This design comes from an exercise in tuning for small area, a short achievable clock period and few clock cycles per item on the open sky130 flow, not from production work.
The RTL was checked by simulation tests, not by an equivalence proof against the original design.
No run shown here takes its clock network from TritonCTS; it comes from the design's own scripts or RTL.
The clock port is modelled as an ideal driver, which makes a skipped or thinned clock tree look cheaper than it is; a real chip needs a root buffer or a tree.

<file path="flow/flow/run.sh">
#!/bin/bash
# Own layout flow: the standard ORFS flow (standard.sh) run on a copy of
# the ORFS scripts with these changes:
#  - the area ABC script (flow/abc_area.script) runs deeper logic
#    optimisation and area mapping; Yosys's adder extraction is off,
#  - CTS builds a two-level inverter clock tree by hand
#    (flow/manual_cts.tcl) instead of TritonCTS's buffer H-tree: four
#    inv_8 on the clock port, twelve inv_6 leaves, every register
#    behind exactly two inverters,
#  - plain buf_1 cells as the port buffers,
#  - a larger setup margin for timing repair.
# make's output goes to standard.log; ORFS keeps each step's log under orfs/logs.
set -euo pipefail
W=$(pwd)
S="$W/scripts_mod"
rm -rf "$S"
cp -r "$FLOW_HOME/scripts" "$S"
cp "$W/flow/abc_area.script" "$S/abc_area.script"
cp "$W/flow/manual_cts.tcl" "$S/manual_cts.tcl"
python3 - "$S/cts.tcl" <<'PY'
import sys
p = sys.argv[1]
s = open(p).read()
old = 'log_cmd clock_tree_synthesis {*}$cts_args'
assert old in s
s = s.replace(old, 'source $::env(SCRIPTS_DIR)/manual_cts.tcl\n'
    'log_cmd manual_clock_tree clk 4 12 sky130_fd_sc_hd__inv_8 sky130_fd_sc_hd__inv_6\n'
    'set_propagated_clock [all_clocks]')
open(p, 'w').write(s)
PY
bash "$W/standard.sh" "SCRIPTS_DIR=$S" ADDER_MAP_FILE= SETUP_SLACK_MARGIN=5.4 \
	"BUFFER_PORTS_ARGS=-buffer_cell sky130_fd_sc_hd__buf_1" finish > "$W/standard.log" 2>&1
</file>
<file path="flow/flow/abc_area.script">
strash
&get -n
&deepsyn -T 60
&put
dch -f
amap
topo
stime -c
buffer -c
upsize -c
dnsize -c
</file>
<file path="flow/flow/manual_cts.tcl">
# Two-level clock tree built by hand: the clock port drives N1 buffers, each of
# which drives N2/N1 leaf buffers; each leaf buffer drives one group of
# registers. Groups are formed by position (capacity-limited k-means), and
# every register sees the same number of buffers on its clock path.

proc mct_kmeans { pts k } {
  # pts: list of {id x y}; returns list of group indices (balanced sizes)
  set n [llength $pts]
  set sorted [lsort -integer -index 1 $pts]
  set cents {}
  for {set i 0} {$i < $k} {incr i} {
    set s [lindex $sorted [expr {int(($i + 0.5) * $n / $k)}]]
    lappend cents [list [lindex $s 1] [lindex $s 2]]
  }
  set cap [expr {($n + $k - 1) / $k}]
  for {set iter 0} {$iter < 20} {incr iter} {
    set pairs {}
    set i 0
    foreach p $pts {
      for {set c 0} {$c < $k} {incr c} {
        lassign [lindex $cents $c] cx cy
        lappend pairs [list $i $c [expr {abs([lindex $p 1]-$cx) + abs([lindex $p 2]-$cy)}]]
      }
      incr i
    }
    set pairs [lsort -real -index 2 $pairs]
    set assign [lrepeat $n -1]
    set count [lrepeat $k 0]
    foreach q $pairs {
      lassign $q i c d
      if {[lindex $assign $i] >= 0} continue
      if {[lindex $count $c] >= $cap} continue
      lset assign $i $c
      lset count $c [expr {[lindex $count $c] + 1}]
    }
    set newc {}
    for {set c 0} {$c < $k} {incr c} {
      set sx 0; set sy 0; set m 0
      foreach p $pts a $assign { if {$a == $c} { set sx [expr {$sx + [lindex $p 1]}]; set sy [expr {$sy + [lindex $p 2]}]; incr m } }
      if {$m > 0} { lappend newc [list [expr {$sx / $m}] [expr {$sy / $m}]] } else { lappend newc [lindex $cents $c] }
    }
    set cents $newc
  }
  return [list $assign $cents]
}

proc mct_buffer { block master name x y innet } {
  set inst [odb::dbInst_create $block $master $name]
  $inst setLocation [expr {int($x)}] [expr {int($y)}]
  $inst setPlacementStatus PLACED
  $inst setSourceType TIMING
  set net [odb::dbNet_create $block "${name}_net"]
  $net setSigType CLOCK
  [$inst findITerm A] connect $innet
  set o [$inst findITerm X]; if {$o eq "NULL" || $o eq ""} { set o [$inst findITerm Y] }; $o connect $net
  return $net
}

proc manual_clock_tree { clkname n1 n2 buf1 buf2 } {
  set block [ord::get_db_block]
  set db [ord::get_db]
  set clknet [$block findNet $clkname]
  $clknet setSigType CLOCK
  set sinks {}
  set pts {}
  set i 0
  foreach it [$clknet getITerms] {
    set inst [$it getInst]
    lassign [$inst getLocation] x y
    set m [$inst getMaster]
    set x [expr {$x + [$m getWidth] / 2}]
    set y [expr {$y + [$m getHeight] / 2}]
    lappend sinks $it
    lappend pts [list $i $x $y]
    incr i
  }
  lassign [mct_kmeans $pts $n2] a2 c2
  set lpts {}
  for {set c 0} {$c < $n2} {incr c} { lappend lpts [list $c {*}[lindex $c2 $c]] }
  lassign [mct_kmeans $lpts $n1] a1 c1
  set m1 [$db findMaster $buf1]
  set m2 [$db findMaster $buf2]
  set nets1 {}
  for {set c 0} {$c < $n1} {incr c} {
    lassign [lindex $c1 $c] x y
    lappend nets1 [mct_buffer $block $m1 "clkbuf_l1_$c" $x $y $clknet]
  }
  set nets2 {}
  for {set c 0} {$c < $n2} {incr c} {
    lassign [lindex $c2 $c] x y
    lappend nets2 [mct_buffer $block $m2 "clkbuf_l2_$c" $x $y [lindex $nets1 [lindex $a1 $c]]]
  }
  foreach it $sinks a $a2 {
    $it disconnect
    $it connect [lindex $nets2 $a]
  }
}
</file>
<file path="flow/standard.sh">
#!/bin/bash
# synth_recipe.tcl (not shown) runs the flow's synth.tcl, then flattens the netlist and writes it again
# the make line also repeats each setting of config.mk as NAME=value (left out here)
make -C /OpenROAD-flow-scripts/flow DESIGN_CONFIG=/design/flow/config.mk WORK_HOME=/design/flow/orfs CLKGATE_MAP_FILE= SYNTH_SCRIPT=/design/flow/synth_recipe.tcl "${@:-finish}"
</file>
<file path="flow/config.mk">
export PLATFORM = sky130hd
export DESIGN_NAME = des_core
export DESIGN_NICKNAME = des_core
export VERILOG_FILES = /design/flow/design.v
export SDC_FILE = /design/flow/constraint.sdc
export NUM_CORES = 4
export LEC_CHECK = 0
export ABC_AREA = 1
export ABC_CLOCK_PERIOD_IN_PS = 2000
export CAP_MARGIN = 20
export CORE_MARGIN = 2
export CORE_UTILIZATION = 45
export PLACE_DENSITY = 0.6
export SLEW_MARGIN = 20
</file>
<file path="flow/constraint.sdc">
create_clock -name core_clock -period 8.0 [get_ports {clk}]
set_input_delay 1.6000 -clock core_clock [delete_from_list [all_inputs] [get_ports {clk}]]
set_output_delay 1.6000 -clock core_clock [all_outputs]
set_load 0.01 [all_outputs]
</file>
<file path="flow/design.v">
package des_types_pkg;
	typedef logic [64-1:0]  block_t;
	typedef logic [32-1:0]   half_t;
	typedef logic [28-1:0]     cd_t;
	typedef logic [48-1:0] subkey_t;
	typedef logic [4-1:0]  round_t;
	typedef union packed {
		logic [5:0] raw;
		struct packed {
			logic       row_hi;
			logic [3:0] column;
			logic       row_lo;
		} fields;
	} sbox_in_u;
endpackage
package des_tables_pkg;
	localparam logic [64*8-1:0] IP_TAB = {
		8'd6, 8'd14, 8'd22, 8'd30, 8'd38, 8'd46, 8'd54, 8'd62, 8'd4, 8'd12, 8'd20, 8'd28, 8'd36, 8'd44, 8'd52, 8'd60,
		8'd2, 8'd10, 8'd18, 8'd26, 8'd34, 8'd42, 8'd50, 8'd58, 8'd0, 8'd8, 8'd16, 8'd24, 8'd32, 8'd40, 8'd48, 8'd56,
		8'd7, 8'd15, 8'd23, 8'd31, 8'd39, 8'd47, 8'd55, 8'd63, 8'd5, 8'd13, 8'd21, 8'd29, 8'd37, 8'd45, 8'd53, 8'd61,
		8'd3, 8'd11, 8'd19, 8'd27, 8'd35, 8'd43, 8'd51, 8'd59, 8'd1, 8'd9, 8'd17, 8'd25, 8'd33, 8'd41, 8'd49, 8'd57
	};
	function automatic integer ip_tab(input integer i);
		ip_tab = {24'd0, IP_TAB[8*(64-1-i) +: 8]};
	endfunction
	localparam logic [64*8-1:0] FP_TAB = {
		8'd24, 8'd56, 8'd16, 8'd48, 8'd8, 8'd40, 8'd0, 8'd32, 8'd25, 8'd57, 8'd17, 8'd49, 8'd9, 8'd41, 8'd1, 8'd33,
		8'd26, 8'd58, 8'd18, 8'd50, 8'd10, 8'd42, 8'd2, 8'd34, 8'd27, 8'd59, 8'd19, 8'd51, 8'd11, 8'd43, 8'd3, 8'd35,
		8'd28, 8'd60, 8'd20, 8'd52, 8'd12, 8'd44, 8'd4, 8'd36, 8'd29, 8'd61, 8'd21, 8'd53, 8'd13, 8'd45, 8'd5, 8'd37,
		8'd30, 8'd62, 8'd22, 8'd54, 8'd14, 8'd46, 8'd6, 8'd38, 8'd31, 8'd63, 8'd23, 8'd55, 8'd15, 8'd47, 8'd7, 8'd39
	};
	function automatic integer fp_tab(input integer i);
		fp_tab = {24'd0, FP_TAB[8*(64-1-i) +: 8]};
	endfunction
	localparam logic [48*8-1:0] E_TAB = {
		8'd0, 8'd31, 8'd30, 8'd29, 8'd28, 8'd27, 8'd28, 8'd27, 8'd26, 8'd25, 8'd24, 8'd23, 8'd24, 8'd23, 8'd22, 8'd21,
		8'd20, 8'd19, 8'd20, 8'd19, 8'd18, 8'd17, 8'd16, 8'd15, 8'd16, 8'd15, 8'd14, 8'd13, 8'd12, 8'd11, 8'd12, 8'd11,
		8'd10, 8'd9, 8'd8, 8'd7, 8'd8, 8'd7, 8'd6, 8'd5, 8'd4, 8'd3, 8'd4, 8'd3, 8'd2, 8'd1, 8'd0, 8'd31
	};
	function automatic integer e_tab(input integer i);
		e_tab = {24'd0, E_TAB[8*(48-1-i) +: 8]};
	endfunction
	localparam logic [32*8-1:0] P_TAB = {
		8'd16, 8'd25, 8'd12, 8'd11, 8'd3, 8'd20, 8'd4, 8'd15, 8'd31, 8'd17, 8'd9, 8'd6, 8'd27, 8'd14, 8'd1, 8'd22,
		8'd30, 8'd24, 8'd8, 8'd18, 8'd0, 8'd5, 8'd29, 8'd23, 8'd13, 8'd19, 8'd2, 8'd26, 8'd10, 8'd21, 8'd28, 8'd7
	};
	function automatic integer p_tab(input integer i);
		p_tab = {24'd0, P_TAB[8*(32-1-i) +: 8]};
	endfunction
	localparam logic [56*8-1:0] PC1_TAB = {
		8'd7, 8'd15, 8'd23, 8'd31, 8'd39, 8'd47, 8'd55, 8'd63, 8'd6, 8'd14, 8'd22, 8'd30, 8'd38, 8'd46, 8'd54, 8'd62,
		8'd5, 8'd13, 8'd21, 8'd29, 8'd37, 8'd45, 8'd53, 8'd61, 8'd4, 8'd12, 8'd20, 8'd28, 8'd1, 8'd9, 8'd17, 8'd25,
		8'd33, 8'd41, 8'd49, 8'd57, 8'd2, 8'd10, 8'd18, 8'd26, 8'd34, 8'd42, 8'd50, 8'd58, 8'd3, 8'd11, 8'd19, 8'd27,
		8'd35, 8'd43, 8'd51, 8'd59, 8'd36, 8'd44, 8'd52, 8'd60
	};
	function automatic integer pc1_tab(input integer i);
		pc1_tab = {24'd0, PC1_TAB[8*(56-1-i) +: 8]};
	endfunction
	localparam logic [48*8-1:0] PC2_TAB = {
		8'd42, 8'd39, 8'd45, 8'd32, 8'd55, 8'd51, 8'd53, 8'd28, 8'd41, 8'd50, 8'd35, 8'd46, 8'd33, 8'd37, 8'd44, 8'd52,
		8'd30, 8'd48, 8'd40, 8'd49, 8'd29, 8'd36, 8'd43, 8'd54, 8'd15, 8'd4, 8'd25, 8'd19, 8'd9, 8'd1, 8'd26, 8'd16,
		8'd5, 8'd11, 8'd23, 8'd8, 8'd12, 8'd7, 8'd17, 8'd0, 8'd22, 8'd3, 8'd10, 8'd14, 8'd6, 8'd20, 8'd27, 8'd24
	};
	function automatic integer pc2_tab(input integer i);
		pc2_tab = {24'd0, PC2_TAB[8*(48-1-i) +: 8]};
	endfunction
	localparam logic [15:0] SHIFT_TWO = 16'b0111111011111100;
	function automatic logic shift_two(input logic [3:0] i);
		shift_two = SHIFT_TWO[i];
	endfunction
	localparam logic [512*4-1:0] SBOX_TAB = {
		4'd11, 4'd6, 4'd5, 4'd3, 4'd0, 4'd9, 4'd12, 4'd15, 4'd13, 4'd8, 4'd10, 4'd4, 4'd7, 4'd14, 4'd1, 4'd2,
		4'd8, 4'd5, 4'd3, 4'd15, 4'd13, 4'd10, 4'd6, 4'd0, 4'd2, 4'd14, 4'd12, 4'd9, 4'd1, 4'd4, 4'd11, 4'd7,
		4'd2, 4'd9, 4'd14, 4'd0, 4'd11, 4'd6, 4'd5, 4'd12, 4'd4, 4'd7, 4'd3, 4'd10, 4'd8, 4'd13, 4'd15, 4'd1,
		4'd7, 4'd12, 4'd0, 4'd5, 4'd14, 4'd3, 4'd9, 4'd10, 4'd1, 4'd11, 4'd15, 4'd6, 4'd4, 4'd8, 4'd2, 4'd13,
		4'd12, 4'd3, 4'd2, 4'd14, 4'd15, 4'd0, 4'd5, 4'd9, 4'd7, 4'd10, 4'd4, 4'd1, 4'd8, 4'd13, 4'd11, 4'd6,
		4'd2, 4'd9, 4'd5, 4'd0, 4'd8, 4'd6, 4'd15, 4'd10, 4'd14, 4'd7, 4'd3, 4'd12, 4'd13, 4'd11, 4'd4, 4'd1,
		4'd6, 4'd8, 4'd15, 4'd2, 4'd12, 4'd5, 4'd3, 4'd14, 4'd10, 4'd1, 4'd9, 4'd4, 4'd7, 4'd11, 4'd0, 4'd13,
		4'd1, 4'd6, 4'd10, 4'd5, 4'd7, 4'd9, 4'd12, 4'd3, 4'd13, 4'd8, 4'd0, 4'd15, 4'd14, 4'd2, 4'd11, 4'd4,
		4'd13, 4'd8, 4'd0, 4'd6, 4'd7, 4'd1, 4'd14, 4'd11, 4'd10, 4'd15, 4'd5, 4'd9, 4'd12, 4'd2, 4'd3, 4'd4,
		4'd6, 4'd11, 4'd13, 4'd1, 4'd10, 4'd4, 4'd0, 4'd7, 4'd3, 4'd12, 4'd8, 4'd2, 4'd5, 4'd15, 4'd14, 4'd9,
		4'd8, 4'd3, 4'd11, 4'd0, 4'd14, 4'd13, 4'd1, 4'd6, 4'd5, 4'd9, 4'd12, 4'd7, 4'd2, 4'd4, 4'd15, 4'd10,
		4'd11, 4'd5, 4'd7, 4'd14, 4'd4, 4'd3, 4'd13, 4'd0, 4'd8, 4'd6, 4'd2, 4'd9, 4'd15, 4'd10, 4'd1, 4'd12,
		4'd3, 4'd5, 4'd4, 4'd10, 4'd9, 4'd0, 4'd15, 4'd6, 4'd13, 4'd2, 4'd14, 4'd1, 4'd7, 4'd12, 4'd8, 4'd11,
		4'd14, 4'd0, 4'd3, 4'd6, 4'd5, 4'd12, 4'd9, 4'd15, 4'd8, 4'd7, 4'd13, 4'd10, 4'd11, 4'd1, 4'd2, 4'd4,
		4'd6, 4'd8, 4'd9, 4'd3, 4'd10, 4'd15, 4'd0, 4'd5, 4'd1, 4'd13, 4'd7, 4'd4, 4'd12, 4'd2, 4'd11, 4'd14,
		4'd9, 4'd14, 4'd0, 4'd13, 4'd15, 4'd3, 4'd5, 4'd8, 4'd6, 4'd11, 4'd10, 4'd7, 4'd1, 4'd4, 4'd12, 4'd2,
		4'd14, 4'd2, 4'd7, 4'd12, 4'd11, 4'd5, 4'd4, 4'd9, 4'd8, 4'd13, 4'd1, 4'd10, 4'd6, 4'd0, 4'd15, 4'd3,
		4'd4, 4'd8, 4'd2, 4'd5, 4'd14, 4'd3, 4'd1, 4'd15, 4'd13, 4'd7, 4'd11, 4'd12, 4'd0, 4'd9, 4'd6, 4'd10,
		4'd9, 4'd14, 4'd10, 4'd1, 4'd12, 4'd2, 4'd7, 4'd4, 4'd3, 4'd0, 4'd15, 4'd6, 4'd5, 4'd11, 4'd8, 4'd13,
		4'd15, 4'd4, 4'd12, 4'd11, 4'd5, 4'd8, 4'd2, 4'd1, 4'd10, 4'd9, 4'd6, 4'd0, 4'd3, 4'd14, 4'd13, 4'd7,
		4'd12, 4'd2, 4'd5, 4'd11, 4'd3, 4'd14, 4'd15, 4'd4, 4'd7, 4'd8, 4'd9, 4'd6, 4'd0, 4'd13, 4'd10, 4'd1,
		4'd7, 4'd14, 4'd10, 4'd5, 4'd12, 4'd2, 4'd1, 4'd11, 4'd0, 4'd3, 4'd15, 4'd8, 4'd9, 4'd4, 4'd6, 4'd13,
		4'd1, 4'd15, 4'd11, 4'd12, 4'd14, 4'd5, 4'd8, 4'd2, 4'd10, 4'd6, 4'd4, 4'd3, 4'd9, 4'd0, 4'd7, 4'd13,
		4'd8, 4'd2, 4'd4, 4'd11, 4'd7, 4'd12, 4'd13, 4'd1, 4'd5, 4'd15, 4'd3, 4'd6, 4'd14, 4'd9, 4'd0, 4'd10,
		4'd9, 4'd14, 4'd5, 4'd0, 4'd12, 4'd7, 4'd6, 4'd11, 4'd2, 4'd4, 4'd15, 4'd3, 4'd1, 4'd10, 4'd8, 4'd13,
		4'd15, 4'd2, 4'd3, 4'd9, 4'd6, 4'd12, 4'd8, 4'd5, 4'd1, 4'd13, 4'd4, 4'd10, 4'd11, 4'd7, 4'd14, 4'd0,
		4'd5, 4'd11, 4'd9, 4'd6, 4'd10, 4'd1, 4'd0, 4'd12, 4'd14, 4'd8, 4'd2, 4'd15, 4'd7, 4'd4, 4'd13, 4'd3,
		4'd10, 4'd5, 4'd0, 4'd12, 4'd13, 4'd2, 4'd7, 4'd9, 4'd4, 4'd3, 4'd11, 4'd6, 4'd14, 4'd8, 4'd1, 4'd15,
		4'd13, 4'd6, 4'd0, 4'd10, 4'd14, 4'd3, 4'd11, 4'd5, 4'd7, 4'd1, 4'd9, 4'd4, 4'd2, 4'd8, 4'd12, 4'd15,
		4'd0, 4'd5, 4'd10, 4'd3, 4'd7, 4'd9, 4'd12, 4'd15, 4'd11, 4'd2, 4'd6, 4'd13, 4'd8, 4'd14, 4'd1, 4'd4,
		4'd8, 4'd3, 4'd5, 4'd9, 4'd11, 4'd12, 4'd6, 4'd10, 4'd1, 4'd13, 4'd2, 4'd14, 4'd4, 4'd7, 4'd15, 4'd0,
		4'd7, 4'd0, 4'd9, 4'd5, 4'd12, 4'd6, 4'd10, 4'd3, 4'd8, 4'd11, 4'd15, 4'd2, 4'd1, 4'd13, 4'd4, 4'd14
	};
	function automatic logic [3:0] sbox_tab(input logic [2:0] box, input logic [1:0] row, input logic [3:0] column);
		sbox_tab = 4'(SBOX_TAB >> {box, row, column, 2'b00});
	endfunction
endpackage
`timescale 1ns/1ps
module des_core (
	input  logic                   clk,
	input  logic                   rst_n,
	input  logic                   encipher_en,
	input  logic                   decipher_en,
	input  des_types_pkg::block_t  data,
	input  logic [64-1:0]  key,
	output des_types_pkg::block_t  result,
	output logic                   ready,
	output logic                   done
);
	localparam int CW = 28;
	logic       busy;
	logic       decrypt;
	logic [3:0] cnt;
	logic       start;
	logic       last;
	logic       two;
	assign start = ~busy & (encipher_en | decipher_en);
	assign last  = (cnt == 4'd15);
	assign two = ~((cnt == 4'd0) | (cnt == 4'd7) | (cnt == 4'd14));
	always_ff @(posedge clk or negedge rst_n) begin
		if (!rst_n) begin
			busy <= 1'b0;
			done <= 1'b0;
			cnt  <= '0;
		end else begin
			done <= busy & last;
			if (start) begin
				busy <= 1'b1;
				cnt  <= '0;
			end else begin
				cnt <= cnt + 1'b1;
				if (last)
					busy <= 1'b0;
			end
		end
	end
	always_ff @(posedge clk or negedge rst_n) begin
		if (!rst_n)
			ready <= 1'b1;
		else if (start)
			ready <= 1'b0;
		else if (last)
			ready <= 1'b1;
	end
	always_ff @(posedge clk) begin
		if (!busy)
			decrypt <= ~encipher_en;
	end
	logic [2*CW-1:0] cd0;
	logic [CW-1:0]   c_q, d_q;
	logic [CW-1:0]   c_n, d_n;
	logic [2*CW-1:0] cd_q;
	des_types_pkg::subkey_t subkey;
	always_comb begin
		for (int i = 0; i < 2*CW; i++)
			cd0[2*CW-1-i] = key[des_tables_pkg::pc1_tab(i)];
	end
	logic [CW-1:0] c_s, d_s;
	logic          sel_right, sel_two;
	assign sel_right = busy & decrypt;
	assign sel_two   = busy ? two : encipher_en;
	always_comb begin
		if (busy) begin
			c_s = c_q;
			d_s = d_q;
		end else begin
			c_s = {cd0[CW], cd0[2*CW-1:CW+1]};
			d_s = {cd0[0], cd0[CW-1:1]};
		end
		case ({sel_right, sel_two})
			2'b00: begin c_n = {c_s[CW-2:0], c_s[CW-1]};      d_n = {d_s[CW-2:0], d_s[CW-1]};      end
			2'b01: begin c_n = {c_s[CW-3:0], c_s[CW-1:CW-2]}; d_n = {d_s[CW-3:0], d_s[CW-1:CW-2]}; end
			2'b10: begin c_n = {c_s[0], c_s[CW-1:1]};         d_n = {d_s[0], d_s[CW-1:1]};         end
			default: begin c_n = {c_s[1:0], c_s[CW-1:2]};     d_n = {d_s[1:0], d_s[CW-1:2]};       end
		endcase
		cd_q = {c_q, d_q};
		for (int i = 0; i < 48; i++)
			subkey[48-1-i] = cd_q[des_tables_pkg::pc2_tab(i)];
	end
	always_ff @(posedge clk) begin
		c_q <= c_n;
		d_q <= d_n;
	end
	des_types_pkg::block_t    ip_out;
	des_types_pkg::half_t     l_q, r_q;
	des_types_pkg::subkey_t   mixed;
	des_types_pkg::half_t     s_out;
	des_types_pkg::half_t     f_val;
	logic [5:0]               six;
	always_comb begin
		for (int i = 0; i < 64; i++)
			ip_out[64-1-i] = data[des_tables_pkg::ip_tab(i)];
	end
	always_comb begin
		for (int i = 0; i < 48; i++)
			mixed[48-1-i] = r_q[des_tables_pkg::e_tab(i)] ^ subkey[48-1-i];
		for (int b = 0; b < 8; b++) begin
			six = mixed[48-1-6*b -: 6];
			s_out[32-1-4*b -: 4] = des_tables_pkg::sbox_tab(3'(b),
				{six[5], six[0]}, six[4:1]);
		end
		for (int i = 0; i < 32; i++)
			f_val[32-1-i] = s_out[des_tables_pkg::p_tab(i)];
	end
	des_types_pkg::half_t l_sel;
	assign l_sel = busy ? l_q : ip_out[32-1:0];
	always_ff @(posedge clk) begin
		l_q <= busy ? r_q : ip_out[64-1:32];
		r_q <= l_sel ^ (f_val & {32{busy}});
	end
	des_types_pkg::block_t pre_out;
	assign pre_out = {r_q, l_q};
	always_comb begin
		for (int i = 0; i < 64; i++)
			result[64-1-i] = pre_out[des_tables_pkg::fp_tab(i)];
	end
endmodule
</file>
==> notes.md, run 1 <==
Global-route wire length before repair -> 46.1 mm
Count of flip-flops with a built-in enable after synthesis -> 1
Vias -> 10300
First-pass DRT Iterations -> 6
DRT iter0 DRCs -> 1065
Core box area -> 0.0186 mm2
Fillcell total -> 1917
Routed Antenna Nets -> 0
RSZ-0062 raised after global routing -> yes
Yosys top cell area share -> 28.1%
Outcome -> timing/DRC/antenna clean
Gate Count Post-Synth -> 1331
Area contributors post-synth -> dfxtp_1, nor2_1, o22ai_1
Primary FF master, synth -> dfxtp_1
Via/cell ratio -> 5.92
Commonest non-fill, non-tap cell in the layout -> nor2_1
Ratio of cells with drive above 1 in the final layout -> 12.3%
Critical Path Source Type -> input pin
CP Cell Sequence -> clkbuf_2, o21ai_4, buf_12, nand2b_4, nor2_1, nor2_1, o21ai_0
CP Class -> input pin to flip-flop
Synthesized flop and latch total -> 128
Final setup margin -> 5.44 ns
Drc violations -> 0
Netlist cell types -> 59
Clock Pin Slew Worst Setup and Hold Paths -> 0.08 ns
Worst stage delay on the critical path -> 0.21 ns
Skew final -> 0.0476 ns
Die Area -> 0.0201 mm2
Worst slew pin tran -> 0.875 ns
CP Max Fanout -> 7
Net count after synthesis -> 1463
Pin count of the biggest net entering global routing -> 106
Setup-failing EPs final -> 0
R2r worst-path depth -> 13
Cell taking the most area after synthesis -> dfxtp_1
Sequential Area -> 0.00262 mm2
Min Tclk post-route -> 2.56 ns
Synth Cell Area -> 0.00855 mm2
Hold_buf cts -> 0
Hold Vio Cnt, Final -> 0
IO Pins -> 198
RePlAce Congestion -> 0.976
CP arrival -> 2.56 ns
Vias in the first global route -> 8610
Syn. warnings -> 1
Final TNS setup -> 0 ns
Hold Crit Class -> flip-flop to flip-flop
Total track usage -> 28.2%
Worst EP required -> 7.99 ns
Area Overhead vs Synth -> 18.8%
Fin. max-slew vios -> 0
Synth async-reset ratio -> 5.47%
Overflow after GRT -> 0
Final WL -> 31.0 mm
CP max stage cell -> nand2b_4
Setup WS pre-CTS -> 4.64 ns
Worst setup EP type -> flip-flop
CP dominant cell by count -> nor2_1
Row count -> 50
Worst slew margin -> 41.1%
Crit. path cell count -> 7
Max-cap violations -> 0
N_diodes -> 0
Die width -> 142 um
CP delay by family, top -> simple AND/OR/NAND/NOR gates
Hold path depth -> 1
Fin crit share -> 32.1%
Clk Latency, worst-skew pair -> 0.15 ns
Final #Nets -> 1641
WL/cell -> 17.8 um
Most frequent cells in the layout -> nor2_1, buf_1, o21ai_0, o22ai_1, dfxtp_1
Port bufs -> 189
Hold_ws -> 0.471 ns
Starting density of the core -> 45.9%
Initial antenna violation count -> 0
Die Span Y -> 142 um
Mean Syn Cell Area -> 6.42 um2
Multi-input gate area -> 0.00579 mm2
Crit path buf inv count -> 2
Seq/Total Area, Yosys -> 30.5%
DP Wirelength -> 21.6 mm
Fmax -> 390 MHz
==> cells in the mapped netlist (all sizes together), types with 5 or more instances <==
cell and n:
nor2 353, o21ai 215, o22ai 153, dfxtp 120, nand2 116, inv 105
a21oi 56, clkbuf 45, nor3 37, a211oi 15, o221ai 11, buf 10
o22a 9, a31oi 7, dfrtp 6, nor2b 6, o32ai 6, a22oi 5
==> per-stage QoR <==
stage,cells,area [um2],util (%)
3_3_place_gp,1703,9350,50.2
4_1_cts,1728,9720,52.1
3_5_place_dp,1703,9350,50.2
5_1_grt,1741,10200,54.5
6_report,1741,10200,54.5
2_1_floorplan,1331,8560,-
==> metal layers <==
layer | up-vias | global-route usage (%) | part of all wire [%] | routed length, um
met5 | - | 0 | 0 | 0
met2 | 459 | 44.6 | 43 | 13500
met3 | 57 | 2.83 | 7.3 | 2280
met1 | 4674 | 41.7 | 47 | 14500
li1 | 5110 | - | - | -
met4 | 0 | 6.00 | 2.6 | 799
==> flip-flops by register name, summed over array words and instances, names as in the netlist <==
name,count
ready,1
c_q,28
busy,1
d_q,28
done,1
decrypt,1
r_q,32
l_q,32
cnt,4
==> final timing paths <==
path                             startpoint  endpoint  slack [ns]
worst min-delay path                 cnt[0]    cnt[0]        0.47
max in group asynchronous             rst_n     ready        6.32
worst min register to register       cnt[0]    cnt[0]        0.47
min in group asynchronous             rst_n      done        1.37
worst max register to register       c_q[7]   r_q[30]        5.54
worst max-delay path            encipher_en    c_q[5]        5.44
==> cells by family (layout without fill, tap and decap cells) <==
kind of cell	Yosys count	in the layout	synth area share, %
and+or+nand+nor	525	533	24.8
AOI/OAI and AO/OA	516	516	37.1
buffers and inverters	162	330	7.60
DFF	128	128	30.5
==> cell type report <==
| type | count | area share (%) |
|---|---|---|
| multi-input combinational | 1049 | 57.0 |
| timing repair buffer | 207 | 8.83 |
| tap | 234 | 2.88 |
| clock inverter | 16 | 1.48 |
| inverter | 107 | 4.00 |
| sequential | 128 | 25.8 |
==> timing repair <==
action,CTS,global route
cloned,5,3
resized for setup,25,100
buffers inserted,4,10
setup endpoints to repair,109,81
pin swaps,2,22
Testbench counts, summed over its fixed seeds: cycles 27,208, items 1,600.
==> run 2, diff against run 1 <==
--- a/flow/flow/run.sh
+++ b/flow/flow/run.sh
@@ -5,7 +5,7 @@
 #    optimisation and area mapping; Yosys's adder extraction is off,
 #  - CTS builds a two-level inverter clock tree by hand
 #    (flow/manual_cts.tcl) instead of TritonCTS's buffer H-tree: four
-#    inv_8 on the clock port, twelve inv_6 leaves, every register
+#    inv_12 on the clock port, twelve inv_8 leaves, every register
 #    behind exactly two inverters,
 #  - plain buf_1 cells as the port buffers,
 #  - a larger setup margin for timing repair.
@@ -24,7 +24,7 @@
 old = 'log_cmd clock_tree_synthesis {*}$cts_args'
 assert old in s
 s = s.replace(old, 'source $::env(SCRIPTS_DIR)/manual_cts.tcl\n'
-    'log_cmd manual_clock_tree clk 4 12 sky130_fd_sc_hd__inv_8 sky130_fd_sc_hd__inv_6\n'
+    'log_cmd manual_clock_tree clk 4 12 sky130_fd_sc_hd__inv_12 sky130_fd_sc_hd__inv_8\n'
     'set_propagated_clock [all_clocks]')
 open(p, 'w').write(s)
 PY
==> notes.md, run 2 <==
Outcome -> timing/DRC/antenna clean (unchanged)
Primary FF master, synth -> dfxtp_1 (unchanged)
RePlAce Congestion -> 0.976 (unchanged)
CP Class -> input pin to flip-flop (unchanged)
Final setup margin -> 5.45 ns (was 5.44 ns)
Seq/Total Area, Yosys -> 30.5% (unchanged)
Area Overhead vs Synth -> 19.3% (was 18.8%)
Die Area -> 0.0201 mm2 (unchanged)
Worst slew pin tran -> 0.907 ns (was 0.875 ns)
Starting density of the core -> 45.9% (unchanged)
Clock Pin Slew Worst Setup and Hold Paths -> 0.06 ns (was 0.08 ns)
Post-synth top cells -> nor2_1, o21ai_0, o22ai_1 (unchanged)
Setup-failing EPs final -> 0 (unchanged)
N_diodes -> 0 (unchanged)
Most frequent cells in the layout -> nor2_1, buf_1, o21ai_0, o22ai_1, dfxtp_1 (unchanged)
Row count -> 50 (unchanged)
CP Cell Sequence -> clkbuf_2, o21ai_4, buf_12, nand2b_4, nor2_1, nor2_1, o21ai_0 (unchanged)
Total track usage -> 28.1% (was 28.2%)
Final #Nets -> 1641 (unchanged)
Placed cells -> 1703 (unchanged)
Synth async-reset ratio -> 5.47% (unchanged)
Multiplexer area fraction after synthesis -> 0% (unchanged)
Hold path depth -> 1 (unchanged)
Yosys top cell area share -> 28.1% (unchanged)
Cell taking the most area after synthesis -> dfxtp_1 (unchanged)
Routed Antenna Nets -> 0 (unchanged)
Overflow after GRT -> 0 (unchanged)
Drc violations -> 0 (unchanged)
Simple-gate share of the synthesized area -> 24.8% (unchanged)
Clk Latency, worst-skew pair -> 0.13 ns (was 0.15 ns)
Vias -> 10234 (was 10300)
Hold Vio Cnt, Final -> 0 (unchanged)
Final TNS setup -> 0 ns (unchanged)
Ratio of cells with drive above 1 in the final layout -> 12.1% (was 12.3%)
Min Tclk post-route -> 2.55 ns (was 2.56 ns)
Core box area -> 0.0186 mm2 (unchanged)
Critical Path Source Type -> input pin (unchanged)
Final WL -> 30.9 mm (was 31.0 mm)
Final Instance Count excl. Fillers -> 1741 (unchanged)
Synth Cell Area -> 0.00855 mm2 (unchanged)
Worst setup EP type -> flip-flop (unchanged)
CP max stage cell -> nand2b_4 (unchanged)
Global-route wire length before repair -> 45.9 mm (was 46.1 mm)
Count leader, synth -> nor2_1 (unchanged)
Die Span Y -> 142 um (unchanged)
Fin. max-slew vios -> 0 (unchanged)
Max-cap violations -> 0 (unchanged)
Pin count of the biggest net entering global routing -> 106 (unchanged)
Vias in the first global route -> 8570 (was 8610)
Area share of fa/ha/maj cells after synthesis -> 0% (unchanged)
Hold Crit Class -> flip-flop to flip-flop (unchanged)
Netlist cell types -> 59 (unchanged)
Fmax -> 393 MHz (was 390 MHz)
Synth Area in XOR/XNOR -> 0% (unchanged)
Syn. warnings -> 1 (unchanged)
Worst slew margin -> 38.9% (was 41.1%)
Setup WS pre-CTS -> 4.64 ns (unchanged)
Fin crit share -> 31.8% (was 32.1%)
WL/cell -> 17.7 um (was 17.8 um)
Via/cell ratio -> 5.88 (was 5.92)
Gate Count Post-Synth -> 1331 (unchanged)
Worst EP required -> 7.97 ns (was 7.99 ns)
First-pass DRT Iterations -> 6 (unchanged)
Count of flip-flops with a built-in enable after synthesis -> 1 (unchanged)
Synth Area in Compound Gates -> 37.1% (unchanged)
Commonest non-fill, non-tap cell in the layout -> nor2_1 (unchanged)
Port bufs -> 189 (unchanged)
R2r worst-path depth -> 13 (unchanged)
RSZ-0062 raised after global routing -> yes (unchanged)
DP Wirelength -> 21.6 mm (unchanged)
CP arrival -> 2.52 ns (was 2.56 ns)
IO Pins -> 198 (unchanged)
Die width -> 142 um (unchanged)
Hold_buf cts -> 0 (unchanged)
Largest family of logic cells by synthesized area -> compound AO/OA/AOI/OAI gates (unchanged)
Worst stage delay on the critical path -> 0.20 ns (was 0.21 ns)
DRT iter0 DRCs -> 1142 (was 1065)
Area contributors post-synth -> dfxtp_1, nor2_1, o22ai_1 (unchanged)
Net count after synthesis -> 1463 (unchanged)
Skew final -> 0.0367 ns (was 0.0476 ns)
Initial antenna violation count -> 0 (unchanged)
Mean Syn Cell Area -> 6.42 um2 (unchanged)
CP Max Fanout -> 7 (unchanged)
Synthesized flop and latch total -> 128 (unchanged)
Regs by FF count -> l_q: 32 flops, r_q: 32 flops (unchanged)
CP dominant cell by count -> nor2_1 (unchanged)
==> run 2: changes by cell type in the layout (fill, tap and decap cells not counted), moves of 2 or more <==
cell | before | now
inv_6 | 13 | 1
inv_8 | 4 | 12
o21ai_0 | 154 | 159
o21ai_1 | 31 | 26
inv_12 | 0 | 4
inv_1 | 73 | 75
inv_2 | 31 | 29
o21ai_2 | 17 | 19
o21ai_4 | 13 | 11
==> run 2: worst paths after layout <==
check	start	end	slack, ns
max	encipher_en	c_q[5]	5.45
min	cnt[0]	cnt[0]	0.47
max reg2reg	c_q[7]	r_q[30]	5.53
min reg2reg	cnt[0]	cnt[0]	0.47
max in group asynchronous	rst_n	ready	6.30
min in group asynchronous	rst_n	done	1.39
==> run 2: metrics by stage <==
| stage | area (um2) | hold slack (ns) | util, % |
|---|---|---|---|
| after floorplan | 8560 | 0.425 | - |
| after global placement | 9350 | 0.449 | 50.2 |
| after detailed placement | 9350 | 0.446 | 50.2 |
| after CTS | 9750 | 0.467 | 52.3 |
| after global routing | 10200 | 0.484 | 54.7 |
| final | 10200 | 0.468 | 54.7 |
==> run 2: critical path: cells and delay by family <==
| family | cells | cell delay, ns |
|---|---|---|
| AO/OA/AOI/OAI | 2 | 0.27 |
| buffers and inverters | 2 | 0.26 |
| AND/OR/NAND/NOR | 3 | 0.39 |
==> run 2: area by class of cell <==
class / instances / area (um2)
Inverter: 107 / 407
Timing Repair Buffer: 207 / 897
Sequential cell: 128 / 2620
Tap cell: 234 / 293
Multi-Input combinational cell: 1049 / 5780
Clock inverter: 16 / 200
Fill cell: 1916 / 8440
==> run 2: kinds of logic after synthesis <==
kind of cell / Yosys count
and+or+nand+nor: 525
DFF: 128
buffers and inverters: 162
AOI/OAI and AO/OA: 516
==> run 2: repair_timing <==
item	in CTS	in global routing
resized for setup	22	95
setup endpoints to repair	109	85
pin swaps	2	15
setup buffers	4	10
cloned	4	4
==> run 2: metal layers <==
metal / wire length (um) / track usage, %
met5: 0 / 0
met4: 784 / 5.89
met1: 14200 / 41.5
met3: 2480 / 2.83
met2: 13400 / 44.4
==> run 3, diff against run 2 <==
--- a/flow/design.v
+++ b/flow/design.v
@@ -125,6 +125,7 @@
 	logic       start;
 	logic       last;
 	logic       two;
+	assign ready = ~busy;
 	assign start = ~busy & (encipher_en | decipher_en);
 	assign last  = (cnt == 4'd15);
 	assign two = ~((cnt == 4'd0) | (cnt == 4'd7) | (cnt == 4'd14));
@@ -132,26 +133,19 @@
 		if (!rst_n) begin
 			busy <= 1'b0;
 			done <= 1'b0;
-			cnt  <= '0;
 		end else begin
 			done <= busy & last;
-			if (start) begin
+			if (start)
 				busy <= 1'b1;
-				cnt  <= '0;
-			end else begin
-				cnt <= cnt + 1'b1;
-				if (last)
-					busy <= 1'b0;
-			end
+			else if (last)
+				busy <= 1'b0;
 		end
 	end
-	always_ff @(posedge clk or negedge rst_n) begin
-		if (!rst_n)
-			ready <= 1'b1;
-		else if (start)
-			ready <= 1'b0;
-		else if (last)
-			ready <= 1'b1;
+	always_ff @(posedge clk) begin
+		if (start)
+			cnt <= '0;
+		else
+			cnt <= cnt + 1'b1;
 	end
 	always_ff @(posedge clk) begin
 		if (!busy)
--- a/flow/flow/run.sh
+++ b/flow/flow/run.sh
@@ -28,5 +28,5 @@
     'set_propagated_clock [all_clocks]')
 open(p, 'w').write(s)
 PY
-bash "$W/standard.sh" "SCRIPTS_DIR=$S" ADDER_MAP_FILE= SETUP_SLACK_MARGIN=5.4 \
+bash "$W/standard.sh" "SCRIPTS_DIR=$S" ADDER_MAP_FILE= SETUP_SLACK_MARGIN=5.4 TNS_END_PERCENT=5 \
 	"BUFFER_PORTS_ARGS=-buffer_cell sky130_fd_sc_hd__buf_1" finish > "$W/standard.log" 2>&1
==> notes.md, run 3 <==
Area Overhead vs Synth -> 23.3% (was 19.3%)
Clk Latency, worst-skew pair -> 0.12 ns (was 0.13 ns)
Multi-input gate area -> 0.00561 mm2 (was 0.00578 mm2)
Ratio of cells with drive above 1 in the final layout -> 15.7% (was 12.1%)
Count leader, synth -> nor2_1 (unchanged)
Fin. max-slew vios -> 0 (unchanged)
Primary FF master, synth -> dfxtp_1 (unchanged)
Skew final -> 0.0185 ns (was 0.0367 ns)
Synth Area in XOR/XNOR -> 0.421% (was 0%)
Die Span Y -> 140 um (was 142 um)
Drc violations -> 0 (unchanged)
Worst setup EP type -> output port (was flip-flop)
CP Max Fanout -> 48 (was 7)
Max-cap violations -> 0 (unchanged)
Hold Crit Class -> flip-flop to flip-flop (unchanged)
Gate Count Post-Synth -> 1195 (was 1331)
Net count after synthesis -> 1327 (was 1463)
Hold Vio Cnt, Final -> 0 (unchanged)
Synth async-reset ratio -> 1.57% (was 5.47%)
Hold_buf cts -> 0 (unchanged)
Multiplexer area fraction after synthesis -> 0% (unchanged)
Sequential Area -> 0.00263 mm2 (was 0.00262 mm2)
Regs by FF count -> l_q: 32 flops, r_q: 32 flops (unchanged)
Cell Area, Placed -> 0.00917 mm2 (was 0.00935 mm2)
Outcome -> timing/DRC/antenna clean (unchanged)
Overflow after GRT -> 0 (unchanged)
Worst EP required -> 6.40 ns (was 7.97 ns)
Seq/Total Area, Yosys -> 30.8% (was 30.5%)
RSZ-0062 raised after global routing -> yes (unchanged)
Synth Area in Compound Gates -> 42.1% (was 37.1%)
Port bufs -> 189 (unchanged)
Vias in the first global route -> 8559 (was 8570)
Area contributors post-synth -> dfxtp_1, nor2_1, o22ai_1 (unchanged)
CP delay by family, top -> flip-flops (was simple AND/OR/NAND/NOR gates)
Setup-failing EPs final -> 0 (unchanged)
WL/cell -> 19.3 um (was 17.7 um)
Synth Cell Area -> 0.00832 mm2 (was 0.00855 mm2)
Final #Nets -> 1525 (was 1641)
CP arrival -> 1.00 ns (was 2.52 ns)
First-pass DRT Iterations -> 6 (unchanged)
Via/cell ratio -> 6.20 (was 5.88)
Syn. warnings -> 1 (unchanged)
Core Util, Final -> 56.9% (was 54.7%)
Post-synth top cells -> nor2_1, dfxtp_1, a21oi_1 (was nor2_1, o21ai_0, o22ai_1)
Final setup margin -> 5.40 ns (was 5.45 ns)
Fin crit share -> 32.5% (was 31.8%)
Critical Path Source Type -> flip-flop (was input pin)
RePlAce Congestion -> 0.955 (was 0.976)
DP Wirelength -> 21.8 mm (was 21.6 mm)
FF-to-FF setup slack -> 5.47 ns (was 5.53 ns)
Yosys top cell area share -> 29.8% (was 28.1%)
Worst slew margin -> 36.8% (was 38.9%)
Worst stage delay on the critical path -> 0.55 ns (was 0.20 ns)
Most frequent cells in the layout -> nor2_1, buf_1, o22ai_1, dfxtp_1, a21oi_1 (was nor2_1, buf_1, o21ai_0, o22ai_1, dfxtp_1)
CP Cell Sequence -> clkinv_16, buf_1 (was clkbuf_2, o21ai_4, buf_12, nand2b_4, nor2_1, nor2_1, o21ai_0)
Simple-gate share of the synthesized area -> 20.0% (was 24.8%)
Final WL -> 31.2 mm (was 30.9 mm)
Area share of fa/ha/maj cells after synthesis -> 0% (unchanged)
Starting density of the core -> 46.1% (was 45.9%)
Global-route wire length before repair -> 47.2 mm (was 45.9 mm)
Row count -> 49 (was 50)
Min Tclk post-route -> 2.60 ns (was 2.55 ns)
Die Area -> 0.0196 mm2 (was 0.0201 mm2)
Netlist cell types -> 55 (was 59)
Pin count of the biggest net entering global routing -> 88 (was 106)
Mean Syn Cell Area -> 6.96 um2 (was 6.42 um2)
Crit path buf inv count -> 2 (unchanged)
Final instance area -> 0.0103 mm2 (was 0.0102 mm2)
Commonest non-fill, non-tap cell in the layout -> nor2_1 (unchanged)
CP Class -> flip-flop to output port (was input pin to flip-flop)
Count of flip-flops with a built-in enable after synthesis -> 1 (unchanged)
Setup WS pre-CTS -> 4.37 ns (was 4.64 ns)
Vias -> 10046 (was 10234)
Clock Pin Slew Worst Setup and Hold Paths -> 0.06 ns (about the same)
Routed Antenna Nets -> 0 (unchanged)
Fmax -> 385 MHz (was 393 MHz)
DRT iter0 DRCs -> 1096 (was 1142)
Largest family of logic cells by synthesized area -> compound AO/OA/AOI/OAI gates (unchanged)
Core box area -> 0.0180 mm2 (was 0.0186 mm2)
IO Pins -> 198 (unchanged)
CP max stage cell -> dfrtp_4 (was nand2b_4)
Total track usage -> 29.3% (was 28.1%)
Cell taking the most area after synthesis -> dfxtp_1 (unchanged)
Die width -> 140 um (was 142 um)
Initial antenna violation count -> 0 (unchanged)
Final TNS setup -> 0 ns (unchanged)
Synthesized flop and latch total -> 127 (was 128)
Worst slew pin tran -> 0.947 ns (was 0.907 ns)
N_diodes -> 0 (unchanged)
Fillcell total -> 1801 (was 1916)
## run 3: cell types whose count changed after synthesis, sizes merged, moves of 5 or more
cell / delta
nand2: -60
or2: +6
o21ai: -125
o221ai: +37
inv: -11
o22ai: -54
nor2: -71
o211ai: +5
a21oi: +65
a22o: +26
o22a: +34
## run 3: repair_timing
item / CTS / global route
resized for setup: 27 / 130
setup buffers: 11 / 23
cloned: 4 / 0
endpoints found under the setup margin: 84 / 89
pin swaps: 1 / 9
## run 3: worst paths after layout
| kind | startpoint | endpoint | cells past startpoint |
|---|---|---|---|
| worst min register to register | cnt[0] | cnt[0] | 1 |
| worst min-delay path | cnt[0] | cnt[0] | 1 |
| max in group asynchronous | rst_n | busy | 1 |
| worst max-delay path | busy | ready | 2 |
| worst max register to register | r_q[24] | r_q[19] | 16 |
| min in group asynchronous | rst_n | busy | 1 |
## run 3: per-stage QoR
step / instances / hold WS (ns)
final: 1620 / 0.463
after global routing: 1620 / 0.501
after CTS: 1597 / 0.467
after detailed placement: 1566 / 0.450
after global placement: 1566 / 0.445
after floorplan: 1195 / 0.424
## run 3: layer usage
| layer | global-route usage [%] | vias up | wire length [um] |
|---|---|---|---|
| met5 | 0 | - | 0 |
| met4 | 6.53 | 0 | 799 |
| met3 | 4.38 | 49 | 2800 |
| met2 | 44.6 | 497 | 13500 |
| met1 | 43.9 | 4641 | 14100 |
| li1 | - | 4859 | - |
## run 3: layout make-up
| class | instances | share of cell area [%] |
|---|---|---|
| Multi-Input combinational cell | 920 | 54.7 |
| Sequential cell | 127 | 25.6 |
| Timing Repair Buffer | 230 | 10.7 |
| Inverter | 96 | 4.09 |
| Timing Repair inverter | 2 | 0.171 |
| Clock inverter | 16 | 1.95 |
| Tap cell | 229 | 2.79 |
## run 3: cells by family after synthesis
family,count (synthesis)
and+or+nand+nor,403
buffers and inverters,148
AOI/OAI and AO/OA,513
xor gates and xnor gates,4
DFF,127
Testbench counts of run 3, summed over its fixed seeds: cycles 27,208, items 1,600.
==> run 4, diff against run 3 <==
--- a/flow/flow/run.sh
+++ b/flow/flow/run.sh
@@ -8,7 +8,8 @@
 #    inv_12 on the clock port, twelve inv_8 leaves, every register
 #    behind exactly two inverters,
 #  - plain buf_1 cells as the port buffers,
-#  - a larger setup margin for timing repair.
+#  - a larger setup margin for timing repair, which repairs only the
+#    worst 5% of the failing endpoints (TNS_END_PERCENT).
 # make's output goes to standard.log; ORFS keeps each step's log under orfs/logs.
 set -euo pipefail
 W=$(pwd)
@@ -28,5 +29,5 @@
     'set_propagated_clock [all_clocks]')
 open(p, 'w').write(s)
 PY
-bash "$W/standard.sh" "SCRIPTS_DIR=$S" ADDER_MAP_FILE= SETUP_SLACK_MARGIN=5.4 TNS_END_PERCENT=5 \
+bash "$W/standard.sh" "SCRIPTS_DIR=$S" ADDER_MAP_FILE= SETUP_SLACK_MARGIN=5.5 TNS_END_PERCENT=5 \
 	"BUFFER_PORTS_ARGS=-buffer_cell sky130_fd_sc_hd__buf_1" finish > "$W/standard.log" 2>&1
==> notes.md, run 4 <==
Die Span Y -> 140 um (unchanged)
IO Pins -> 198 (unchanged)
Final setup margin -> 5.46 ns (was 5.40 ns)
Primary FF master, synth -> dfxtp_1 (unchanged)
Syn. warnings -> 1 (unchanged)
Clock Pin Slew Worst Setup and Hold Paths -> 0.06 ns (about the same)
Setup-failing EPs final -> 0 (unchanged)
N_diodes -> 0 (unchanged)
Count leader, synth -> nor2_1 (unchanged)
Final WL -> 32.7 mm (was 31.2 mm)
Via/cell ratio -> 6.28 (was 6.20)
Net count after synthesis -> 1327 (unchanged)
Worst slew pin tran -> 0.859 ns (was 0.947 ns)
Port bufs -> 189 (unchanged)
Mean Syn Cell Area -> 6.96 um2 (unchanged)
Area contributors post-synth -> dfxtp_1, nor2_1, o22ai_1 (unchanged)
Cell taking the most area after synthesis -> dfxtp_1 (unchanged)
Yosys top cell area share -> 29.8% (unchanged)
Overflow after GRT -> 0 (unchanged)
Worst EP required -> 8.02 ns (was 6.40 ns)
DP Wirelength -> 21.7 mm (was 21.8 mm)
Post-synth top cells -> nor2_1, dfxtp_1, a21oi_1 (unchanged)
CP arrival -> 2.56 ns (was 1.00 ns)
Fin crit share -> 31.8% (was 32.5%)
Critical Path Source Type -> input pin (was flip-flop)
Ratio of cells with drive above 1 in the final layout -> 21.3% (was 15.7%)
Min Tclk post-route -> 2.54 ns (was 2.60 ns)
Die width -> 140 um (unchanged)
RSZ-0062 raised after global routing -> yes (unchanged)
Fin. max-slew vios -> 0 (unchanged)
Count of flip-flops with a built-in enable after synthesis -> 1 (unchanged)
WL/cell -> 19.8 um (was 19.3 um)
Final TNS setup -> 0 ns (unchanged)
Area Overhead vs Synth -> 29.9% (was 23.3%)
Initial antenna violation count -> 0 (unchanged)
Clk Latency, worst-skew pair -> 0.12 ns (about the same)
Hold_buf cts -> 0 (unchanged)
Synth Cell Area -> 0.00832 mm2 (unchanged)
CP Max Fanout -> 12 (was 48)
Vias -> 10391 (was 10046)
Global-route wire length before repair -> 47.3 mm (was 47.2 mm)
Most frequent cells in the layout -> nor2_1, buf_1, o22ai_1, a21oi_1, dfxtp_1 (was nor2_1, buf_1, o22ai_1, dfxtp_1, a21oi_1)
Core Util, Final -> 59.9% (was 56.9%)
Setup WS pre-CTS -> 4.02 ns (was 4.37 ns)
Routed Antenna Nets -> 0 (unchanged)
Placed cells -> 1566 (unchanged)
Gate Count Post-Synth -> 1195 (unchanged)
Hold Crit Class -> flip-flop to flip-flop (unchanged)
Final Instance Count excl. Fillers -> 1655 (was 1620)
Total track usage -> 29.3% (about the same)
Pin count of the biggest net entering global routing -> 73 (was 88)
Seq/Total Area, Yosys -> 30.8% (unchanged)
RePlAce Congestion -> 0.960 (was 0.955)
Hold Vio Cnt, Final -> 0 (unchanged)
Core box area -> 0.0180 mm2 (unchanged)
Commonest non-fill, non-tap cell in the layout -> nor2_1 (unchanged)
Final #Nets -> 1560 (was 1525)
Starting density of the core -> 46.1% (unchanged)
Worst slew margin -> 42.7% (was 36.8%)
Die Area -> 0.0196 mm2 (unchanged)
Skew final -> 0.0238 ns (was 0.0185 ns)
Worst setup EP type -> flip-flop (was output port)
Synthesized flop and latch total -> 127 (unchanged)
Netlist cell types -> 55 (unchanged)
Fmax -> 393 MHz (was 385 MHz)
CP Class -> input pin to flip-flop (was flip-flop to output port)
Drc violations -> 0 (unchanged)
First-pass DRT Iterations -> 5 (was 6)
Row count -> 49 (unchanged)
Vias in the first global route -> 8692 (was 8559)
Regs by FF count -> l_q: 32 flops, r_q: 32 flops (unchanged)
DRT iter0 DRCs -> 1152 (was 1096)
Synth async-reset ratio -> 1.57% (unchanged)
Max-cap violations -> 0 (unchanged)
Outcome -> timing/DRC/antenna clean (unchanged)
## run 4: cell counts after synthesis
No cell type changed its count.
## run 4: path summary, 6_finish.rpt
check | startpoint | slack, ns | endpoint | cells after the start
setup / recovery | encipher_en | 5.46 | c_q[5] | 7
hold / removal | cnt[0] | 0.46 | cnt[0] | 1
setup reg to reg | r_q[16] | 5.47 | r_q[22] | 15
hold reg to reg | cnt[0] | 0.46 | cnt[0] | 1
max in group asynchronous | rst_n | 6.59 | busy | 1
min in group asynchronous | rst_n | 1.27 | busy | 1
## run 4: cells by family after synthesis
family / after synthesis / synth area share [%]
AO/OA/AOI/OAI: 513 / 42.1
AND/OR/NAND/NOR: 403 / 20.0
buffers and inverters: 148 / 6.68
flip-flops: 127 / 30.8
XOR/XNOR: 4 / 0.421
## run 4: timing repair
item                                    4_1_cts  5_1_grt
endpoints found under the setup margin       86       91
gates cloned                                  7        4
resized for setup                            33      202
buffers inserted                              4       58
pin swaps                                     2       32
## run 4: per-layer routing
metal	GRT usage, %	up-vias	wire [um]
met5	0	-	0
met2	45.8	563	14900
met3	3.11	58	2640
met4	5.53	0	770
li1	-	4933	-
met1	44.0	4837	14500
## run 4: area by class of cell
| type | instances | area (um2) |
|---|---|---|
| multi-input cells | 924 | 5900 |
| inverters | 96 | 422 |
| fillers | 1733 | 7220 |
| well taps | 229 | 287 |
| clock inverters | 16 | 200 |
| flip-flops and latches | 127 | 2660 |
| repair inverters | 7 | 73.8 |
| repair buffers | 256 | 1260 |
## run 4: stage by stage
step | hold slack (ns) | cell area [um2]
finish | 0.458 | 10800
detailed placement | 0.445 | 9180
floorplan | 0.424 | 8410
global route | 0.519 | 10800
CTS | 0.460 | 9620
global placement | 0.442 | 9180
## run 4: critical path: stages
cell,delay [ns]
buf_1,0.08
inv_2,0.06
o32ai_4,0.20
buf_6,0.18
buf_6,0.14
inv_6,0.08
o221ai_1,0.22

[re-timing with driven ports]
No port has a modelled driver above. Below, the same layouts with a new extraction and two added sets of constraints.
Step 1: set_driving_cell puts a clkbuf_16 on clk and a buf_2 on each other input, an assumption about the parent block.
Step 2 times the ports against the registers' clock, not the clock port: input delays grow and output delays shrink by t, the midpoint of the rising clock arrivals with the driver on.
Slacks: no drivers / after step 1 / after step 2; pairs: no drivers / after step 1.
run	t (ns)	setup WS [ns]	worst setup path after step 2	worst slew at a driven data input, ns
run 1	0.274	5.436 / 5.471 / 5.282	input to register	0.07
run 2	0.283	5.453 / 5.461 / 5.318	input to register	0.07
run 3	0.271	5.402 / 5.238 / 5.280	input to register	0.04
run 4	0.276	5.456 / 5.314 / 5.325	input to register	0.05
After both steps every run listed still meets setup and hold. The setup slack of run 1, which loses most, moves by +0.035 ns with the drivers and by -0.154 ns with both steps.
